From an optimization exercise on the open Yosys and OpenROAD flow, aimed at small area and a short achievable clock period; shortcuts taken in it are not production practice.
Function was checked by simulation only, so behaviour that the tests miss may differ from the original.
Power figures rest on the tool's default switching activity, not on a simulated workload.

==> module sobel_3x3, before the edit <==
module sobel_3x3 #(
  parameter int IMG_WIDTH  = 128,
  parameter int IMG_HEIGHT = 128,
  parameter int DATA_W     = DATA_W_DEF
) (
  input  logic              clk,
  input  logic              rst_n,
  input  logic              valid_in,
  input  logic [DATA_W-1:0] pixel_in,
  output logic              valid_out,
  output logic [DATA_W-1:0] pixel_out,
  output logic              eof_out
);
  localparam int CW    = $clog2(IMG_WIDTH);
  localparam int RW    = $clog2(IMG_HEIGHT);
  localparam int NST   = 5;                   
  localparam int HW    = DATA_W - 1;          
  logic              acc;
  logic [CW-1:0]     col_q;
  logic [RW-1:0]     row_q;
  logic              last_col, last_row, win_ok;
  logic [IMG_WIDTH-1:0][DATA_W-1:0]   lb1;
  logic [IMG_WIDTH+1:0][DATA_W-1:0]   lb2;
  logic [2:0][DATA_W-1:0] w_t, w_m, w_b;
  logic [NST:1]      v_q, eof_q;
  logic [DATA_W:0]   u1_q, v1_q, w1_q, x1_q;          
  logic [DATA_W+1:0] ya2_q, yb2_q;                    
  logic [DATA_W:0]   u2_q;
  logic [DATA_W+2:0] a3_q, b3_q;                      
  logic              sat4_q;                           
  logic [HW-1:0]     ma4_q, mb4_q;
  logic [DATA_W-1:0] pix_q;                            
  logic              sat_a, sat_b;
  logic [HW-1:0]     ma, mb, mx;
  sobel_line_buffer #(.DEPTH(IMG_WIDTH), .DATA_W(DATA_W)) u_lb1 (
    .clk  (clk),
    .en   (valid_in),
    .din  (pixel_in),
    .taps (lb1)
  );
  sobel_line_buffer #(.DEPTH(IMG_WIDTH + 2), .DATA_W(DATA_W)) u_lb2 (
    .clk  (clk),
    .en   (valid_in),
    .din  (lb1[IMG_WIDTH-1]),
    .taps (lb2)
  );
  assign w_b = {pixel_in, lb1[0], lb1[1]};
  assign w_m = {lb1[IMG_WIDTH-1], lb2[0], lb2[1]};
  assign w_t = {lb2[IMG_WIDTH-1], lb2[IMG_WIDTH], lb2[IMG_WIDTH+1]};
  assign last_col = (col_q == CW'(IMG_WIDTH - 1));
  assign last_row = (row_q == RW'(IMG_HEIGHT - 1));
  assign acc      = rst_n && valid_in;
  assign win_ok   = acc && (row_q >= RW'(2)) && (col_q >= CW'(2));
  assign sat_a = ~((a3_q[DATA_W+2:HW] == '0) ||
                   ((a3_q[DATA_W+2:HW] == '1) && (a3_q[HW-1:0] != '0)));
  assign sat_b = ~((b3_q[DATA_W+2:HW] == '0) ||
                   ((b3_q[DATA_W+2:HW] == '1) && (b3_q[HW-1:0] != '0)));
  assign ma = a3_q[DATA_W+2] ? HW'(-a3_q[HW-1:0]) : a3_q[HW-1:0];
  assign mb = b3_q[DATA_W+2] ? HW'(-b3_q[HW-1:0]) : b3_q[HW-1:0];
  assign mx = (ma4_q > mb4_q) ? ma4_q : mb4_q;
  always_ff @(posedge clk) begin
    u1_q   <= {1'b0, w_m[2]} - {1'b0, w_m[0]};
    v1_q   <= {1'b0, w_b[2]} - {1'b0, w_t[0]};
    w1_q   <= {1'b0, w_b[1]} - {1'b0, w_t[1]};
    x1_q   <= {1'b0, w_t[2]} - {1'b0, w_b[0]};
    ya2_q  <= {v1_q[DATA_W], v1_q} + {w1_q[DATA_W], w1_q};
    yb2_q  <= {x1_q[DATA_W], x1_q} - {w1_q[DATA_W], w1_q};
    u2_q   <= u1_q;
    a3_q   <= {ya2_q[DATA_W+1], ya2_q} + {{2{u2_q[DATA_W]}}, u2_q};
    b3_q   <= {yb2_q[DATA_W+1], yb2_q} + {{2{u2_q[DATA_W]}}, u2_q};
    sat4_q <= sat_a | sat_b;
    ma4_q  <= ma;
    mb4_q  <= mb;
    pix_q  <= sat4_q ? {DATA_W{1'b1}} : {mx, 1'b0};
  end
  always_ff @(posedge clk) begin
    if (!rst_n) begin
      col_q <= '0;
      row_q <= '0;
      v_q   <= '0;
      eof_q <= '0;
    end else begin
      if (valid_in) begin
        if (last_col) begin
          col_q <= '0;
          row_q <= last_row ? '0 : row_q + RW'(1);
        end else begin
          col_q <= col_q + CW'(1);
        end
      end
      v_q   <= {v_q[NST-1:1], win_ok};
      eof_q <= {eof_q[NST-1:1], win_ok && last_row && last_col};
    end
  end
  assign valid_out = v_q[NST];
  assign pixel_out = pix_q;
  assign eof_out   = eof_q[NST];
endmodule
make LEC_CHECK=0 ABC_CLOCK_PERIOD_IN_PS=1500 CAP_MARGIN=20 CORE_MARGIN=2 CORE_UTILIZATION=70 CTS_BUF_LIST=sky130_fd_sc_hd__clkbuf_16 CTS_CLUSTER_DIAMETER=100 CTS_CLUSTER_SIZE=25 SETUP_SLACK_MARGIN=3.0 SLEW_MARGIN=20 finish   # period 5.0 ns
run.sh (not shown) runs the stock make flow with config.mk's settings and CLKGATE_MAP_FILE= SYNTH_SCRIPT=/design/flow/synth_recipe.tcl, a recipe that flattens the netlist after the stock synthesis.
The baseline completed without violations.
Next try:
--- a/flow/design.v
+++ b/flow/design.v
@@ -35,13 +35,14 @@
   output logic              eof_out
 );
   localparam int CW    = $clog2(IMG_WIDTH);
   localparam int RW    = $clog2(IMG_HEIGHT);
   localparam int NST   = 5;                   
   localparam int HW    = DATA_W - 1;          
-  logic              acc;
+  logic              v0_q;
+  logic [DATA_W-1:0] p0_q;
   logic [CW-1:0]     col_q;
   logic [RW-1:0]     row_q;
   logic              last_col, last_row, win_ok;
   logic [IMG_WIDTH-1:0][DATA_W-1:0]   lb1;
   logic [IMG_WIDTH+1:0][DATA_W-1:0]   lb2;
   logic [2:0][DATA_W-1:0] w_t, w_m, w_b;
@@ -54,37 +55,37 @@
   logic [HW-1:0]     ma4_q, mb4_q;
   logic [DATA_W-1:0] pix_q;                            
   logic              sat_a, sat_b;
   logic [HW-1:0]     ma, mb, mx;
   sobel_line_buffer #(.DEPTH(IMG_WIDTH), .DATA_W(DATA_W)) u_lb1 (
     .clk  (clk),
-    .en   (valid_in),
-    .din  (pixel_in),
+    .en   (v0_q),
+    .din  (p0_q),
     .taps (lb1)
   );
   sobel_line_buffer #(.DEPTH(IMG_WIDTH + 2), .DATA_W(DATA_W)) u_lb2 (
     .clk  (clk),
-    .en   (valid_in),
+    .en   (v0_q),
     .din  (lb1[IMG_WIDTH-1]),
     .taps (lb2)
   );
-  assign w_b = {pixel_in, lb1[0], lb1[1]};
+  assign w_b = {p0_q, lb1[0], lb1[1]};
   assign w_m = {lb1[IMG_WIDTH-1], lb2[0], lb2[1]};
   assign w_t = {lb2[IMG_WIDTH-1], lb2[IMG_WIDTH], lb2[IMG_WIDTH+1]};
   assign last_col = (col_q == CW'(IMG_WIDTH - 1));
   assign last_row = (row_q == RW'(IMG_HEIGHT - 1));
-  assign acc      = rst_n && valid_in;
-  assign win_ok   = acc && (row_q >= RW'(2)) && (col_q >= CW'(2));
+  assign win_ok   = v0_q && (row_q >= RW'(2)) && (col_q >= CW'(2));
   assign sat_a = ~((a3_q[DATA_W+2:HW] == '0) ||
                    ((a3_q[DATA_W+2:HW] == '1) && (a3_q[HW-1:0] != '0)));
   assign sat_b = ~((b3_q[DATA_W+2:HW] == '0) ||
                    ((b3_q[DATA_W+2:HW] == '1) && (b3_q[HW-1:0] != '0)));
   assign ma = a3_q[DATA_W+2] ? HW'(-a3_q[HW-1:0]) : a3_q[HW-1:0];
   assign mb = b3_q[DATA_W+2] ? HW'(-b3_q[HW-1:0]) : b3_q[HW-1:0];
   assign mx = (ma4_q > mb4_q) ? ma4_q : mb4_q;
   always_ff @(posedge clk) begin
+    p0_q   <= pixel_in;
     u1_q   <= {1'b0, w_m[2]} - {1'b0, w_m[0]};
     v1_q   <= {1'b0, w_b[2]} - {1'b0, w_t[0]};
     w1_q   <= {1'b0, w_b[1]} - {1'b0, w_t[1]};
     x1_q   <= {1'b0, w_t[2]} - {1'b0, w_b[0]};
     ya2_q  <= {v1_q[DATA_W], v1_q} + {w1_q[DATA_W], w1_q};
     yb2_q  <= {x1_q[DATA_W], x1_q} - {w1_q[DATA_W], w1_q};
@@ -95,18 +96,20 @@
     ma4_q  <= ma;
     mb4_q  <= mb;
     pix_q  <= sat4_q ? {DATA_W{1'b1}} : {mx, 1'b0};
   end
   always_ff @(posedge clk) begin
     if (!rst_n) begin
+      v0_q  <= 1'b0;
       col_q <= '0;
       row_q <= '0;
       v_q   <= '0;
       eof_q <= '0;
     end else begin
-      if (valid_in) begin
+      v0_q <= valid_in;
+      if (v0_q) begin
         if (last_col) begin
           col_q <= '0;
           row_q <= last_row ? '0 : row_q + RW'(1);
         end else begin
           col_q <= col_q + CW'(1);
         end
After rerunning:
- The changed run went through all stages and came out clean
- count of clock-buffer cells in the layout went up by 1
- synthesized cell count rises by 0.50%
- design area rose by about 0.36%
- power is lower by 1.8%
- cell count grows by about 1%
- flip-flop and latch count went up by 9
- sequential share of layout area stays flat
- non-clock buffer count grows by 4

-- separate check: timing with driven ports --
No port has a modelled driver above. Below, the same layouts with a new extraction and two added sets of constraints. Step 1 sets driving cells, clkbuf_16 on the clock port and buf_2 on the other inputs (assumed; they add their load-dependent delay and slew). Step 2 times the ports against the registers' clock, not the clock port: input delays grow and output delays shrink by t, the midpoint of the rising clock arrivals with the driver on. Three values: ideal ports, drivers, drivers and shift; two values: the first two.
| run | t, ns | slack for setup (ns) | hold slack, ns | cell pins on the clock port's net |
|---|---|---|---|---|
| the first run | 0.736 | 2.873 / 2.806 / 2.176 | 0.330 / 0.330 / 0.330 | 1 |
| the second run | 0.752 | 2.811 / 2.745 / 2.694 | 0.308 / 0.308 / 0.308 | 1 |
After both steps setup and hold are still met in every run listed. The setup slack of the first run, which loses most, moves by -0.067 ns with the drivers and by -0.697 ns with both steps.
